This is an optimization exercise on Yosys and OpenROAD, whose aim is small area, not a production implementation.
In this exercise RTL edits were held to simulation tests only and were not proved equivalent to the original.
Power and IR drop assume default switching activity.

// modbusSlave
module modbusSlave (
    input  logic        clk,
    input  logic        rst,
    input  logic [7:0]  rxData,
    input  logic        rxValid,
    input  logic        parityError,
    input  logic        silence,
    output logic        rxAck,
    output logic [7:0]  txData,
    output logic        txReq,
    input  logic        txAck,
    output logic [23:0] wbAdr,
    output logic [15:0] wbDatOut,
    input  logic [15:0] wbDatIn,
    output logic        wbCyc,
    output logic        wbStb,
    output logic        wbWe,
    input  logic        wbAck
);
Size in the first run: roughly 0.050 mm2 of cells after synthesis.
clock: 10.0 ns
lec_check: 0
abc_area: 1
cap_margin: 20
core_margin: 2
core_utilization: 40
slew_margin: 20
standard.sh (not shown) runs the stock make flow with config.mk's settings and CLKGATE_MAP_FILE= SYNTH_SCRIPT=/design/flow/synth_recipe.tcl, a recipe that flattens the netlist after the stock synthesis.
==> flow/flow/run.sh <==
#!/bin/bash
# Standard ORFS layout with a leaner clock tree (no dummy loads, small clusters of clkbuf_4)
# and plain buf_1 port buffers. Each step's full log stays under orfs/logs; make's output
# goes to flow_make.log.
set -euo pipefail
export CTS_ARGS="-sink_clustering_enable -repair_clock_nets -dont_use_dummy_load -buf_list sky130_fd_sc_hd__clkbuf_4 -sink_clustering_size 10 -sink_clustering_max_diameter 40"
export BUFFER_PORTS_ARGS="-buffer_cell sky130_fd_sc_hd__buf_1"
bash standard.sh > flow_make.log 2>&1
The first run went through all stages and came out clean.
Then changed:
--- a/flow/design.v
+++ b/flow/design.v
@@ -93,50 +93,40 @@
     end
     logic [1:0]  pk;
     logic [4:0]  pHi;        
     logic        wrNow;
     logic [7:0]  ringWe;
     logic [15:0] ringWd;
     logic [7:0][15:0] tail;
     logic [15:0] rdWord;
     assign pk     = phase[1:0];
     assign pHi    = idx[6:2] - {4'd0, (pk >= idx[1:0])};
     assign wrNow  = !txBusy && pendV[pk] && (pHi[1:0] == phase[3:2]);
     assign pSel   = txBusy ? idx[1:0] : pk;
-    always_comb begin
-        pOut = '0;
-        for (int k = 0; k < 4; k++) pOut = pOut | ({16{pSel == 2'(k)}} & pend[k]);
-    end
+    assign pOut   = pend[pSel];
     assign ringWd = pOut;
-    logic [2:0]  rSelIdx;
-    logic [7:0]  rSel;
-    assign rSelIdx = txBusy ? idx[6:4] : pHi[4:2];
-    always_comb begin
-        for (int r = 0; r < 8; r++) rSel[r] = (rSelIdx == 3'(r));
-        for (int r = 0; r < 7; r++) ringWe[r] = wrNow && rSel[r];
-        ringWe[7] = wrNow && rSel[7] && !pHi[1];
+    always_comb begin
+        for (int r = 0; r < 7; r++) ringWe[r] = wrNow && (pHi[4:2] == 3'(r));
+        ringWe[7] = wrNow && (pHi[4:1] == 4'b1110);
     end
     genvar g;
     for (g = 0; g < 8; g++) begin : ring
         localparam int L = (g < 7) ? 16 : 8;
         logic [16*L-1:0] sr;
         always_ff @(posedge clk) begin
             sr <= {sr[16*L-17:0], ringWe[g] ? ringWd : sr[16*L-1 -: 16]};
         end
         assign tail[g] = sr[16*L-1 -: 16];
     end
-    always_comb begin
-        rdWord = '0;
-        for (int r = 0; r < 8; r++) rdWord = rdWord | ({16{rSel[r]}} & tail[r]);
-    end
+    assign rdWord = tail[idx[6:4]];
     assign txReq    = st[4];
     assign wbCyc    = (st == T_WBUS) || (st == T_RBUS);
     assign wbStb    = wbCyc;
     assign wbWe     = isWrite;
     assign wbAdr    = {3'b101, isInput, 12'h000, rangeEnd[7:0]};
     assign wbDatOut = pOut;
     always_comb begin
         case (st)
             T_STA:   txData = 8'h37;
             T_FUNC:  txData = (exc == 2'd1) ? {1'b1, startLo[6:0]}
                                             : {exc[1], 2'b00, isWrite, 1'b0, isInput, {2{!isWrite && !isInput}}};
             T_EXC:   txData = {6'd0, exc};
Sequential power climbs by 3.4%.
Total power climbs by 5.3%.
Setup slack improves by 0.13 ns.
Final area climbs by 0.58%.
Synthesized cell count climbs by 3.3%.
Register-to-register slack improves by 0.10 ns.
Via count climbs by 2.2%.
Final cell count climbs by 1.6%.
Worst hold slack degrades by 0.033 ns.
Routed wire length climbs by 1.9%.

--- another note on this design; it stands on its own ---

==> flow/design.v (excerpt) <==
module modbusSlave (
    input  logic        clk,
    input  logic        rst,
    input  logic [7:0]  rxData,
    input  logic        rxValid,
    input  logic        parityError,
    input  logic        silence,
    output logic        rxAck,
    output logic [7:0]  txData,
    output logic        txReq,
    input  logic        txAck,
    output logic [23:0] wbAdr,
    output logic [15:0] wbDatOut,
    input  logic [15:0] wbDatIn,
    output logic        wbCyc,
    output logic        wbStb,
    output logic        wbWe,
    input  logic        wbAck
);
    localparam logic [3:0] R_STA = 4'd0, R_FUNC = 4'd1, R_AHI = 4'd2, R_ALO = 4'd3,
                           R_QHI = 4'd4, R_QLO = 4'd5, R_BC = 4'd6, R_DHI = 4'd7,
                           R_DLO = 4'd8, R_CLO = 4'd9, R_CHI = 4'd10, R_WAIT = 4'd11;
    localparam logic [4:0] T_IDLE = 5'd0, T_FLUSH = 5'd1, T_WFET = 5'd2, T_WBUS = 5'd3,
                           T_RBUS = 5'd4, T_STA = 5'd5, T_FUNC = 5'd6, T_EXC = 5'd7,
  ...
clock: 10.0 ns
lec_check: 0
cap_margin: 0
core_margin: 2
core_utilization: 40
cts_buf_list: sky130_fd_sc_hd__clkbuf_8
cts_cluster_size: 30
slew_margin: 0
run.sh (not shown) runs the stock make flow with config.mk's settings and CLKGATE_MAP_FILE= SYNTH_SCRIPT=/design/flow/synth_recipe.tcl, a recipe that flattens the netlist after the stock synthesis.
Then changed:
--- a/flow/config.mk
+++ b/flow/config.mk
@@ -8 +8 @@
-export CAP_MARGIN = 0
+export CAP_MARGIN = 20
@@ -11,3 +11 @@
-export CTS_BUF_LIST = sky130_fd_sc_hd__clkbuf_8
-export CTS_CLUSTER_SIZE = 30
-export SLEW_MARGIN = 0
+export SLEW_MARGIN = 20
Die area stays the same.
Hold slack gains 34 ps.
Power climbs by about 5%.
Sequential power barely changes.
Clock skew drops by 31 ps.
Routed wire length drops by 1.0%.
Design area climbs by about 0.9%.
Cell count drops by about 3.4%.
Global-route usage drops by 0.19 points.
Then changed:
==> flow/flow/run.sh (new file) <==
#!/bin/bash
# Standard ORFS layout with a leaner clock tree (no dummy loads, small clusters of clkbuf_4)
# and plain buf_1 port buffers. Each step's full log stays under orfs/logs; make's output
# goes to flow_make.log.
set -euo pipefail
export CTS_ARGS="-sink_clustering_enable -repair_clock_nets -dont_use_dummy_load -buf_list sky130_fd_sc_hd__clkbuf_4 -sink_clustering_size 10 -sink_clustering_max_diameter 40"
export BUFFER_PORTS_ARGS="-buffer_cell sky130_fd_sc_hd__buf_1"
bash standard.sh > flow_make.log 2>&1
==> flow/standard.sh (new file) <==
#!/bin/bash
# synth_recipe.tcl (not shown) runs the flow's synth.tcl, then flattens the netlist and writes it again
# the make line also repeats each setting of config.mk as NAME=value (left out here)
make -C /OpenROAD-flow-scripts/flow DESIGN_CONFIG=/design/flow/config.mk WORK_HOME=/design/flow/orfs CLKGATE_MAP_FILE= SYNTH_SCRIPT=/design/flow/synth_recipe.tcl "${@:-finish}"
removed: flow/run.sh
Outcome:
- sequential share of layout area is higher by 6.6 points
- hold slack is worse by 88 ps
- fmax is higher by 18%
- count of clock-buffer cells in the layout is lower by 32
- sequential power barely changes

==> static timing again, ports no longer ideal <==
No port has a modelled driver above. Below, the same layouts with a new extraction and two added sets of constraints. Step 1 (the two cells are an assumption about what drives the block):
set clk [get_ports {clk}]
set_driving_cell -lib_cell sky130_fd_sc_hd__clkbuf_16 $clk
set_driving_cell -lib_cell sky130_fd_sc_hd__buf_2 [delete_from_list [all_inputs] $clk]
Step 2, shift: input delay + t, output delay - t, t = (earliest + latest rising clock arrival at the registers) / 2. This alone moves slack from input paths to output paths. Three values: no drivers, after step 1, after step 2; two values: the first two.
run	t (ns)	setup slack, ns	hold WS [ns]	worst setup path after step 2	pins driven straight from the clock port
the first run of note 1	1.181	3.231 / 3.164 / 2.795	0.261 / 0.261 / 0.261	input to register	1
the second run of note 1	1.133	3.363 / 3.302 / 3.277	0.228 / 0.228 / 0.228	input to register	1
the first run of note 2	0.980	3.681 / 3.714 / 2.734	0.271 / 0.271 / 0.271	input to register	1
the second run of note 2	0.835	3.498 / 3.536 / 2.700	0.305 / 0.305 / 0.305	input to register	1
the third run of note 2	1.144	4.468 / 4.453 / 3.511	0.217 / 0.217 / 0.217	input to register	1
After both steps setup and hold are still met in every run listed. For the third run of note 2, which loses most, drivers alone change the setup slack by -0.015 ns; drivers and shift together by -0.957 ns.
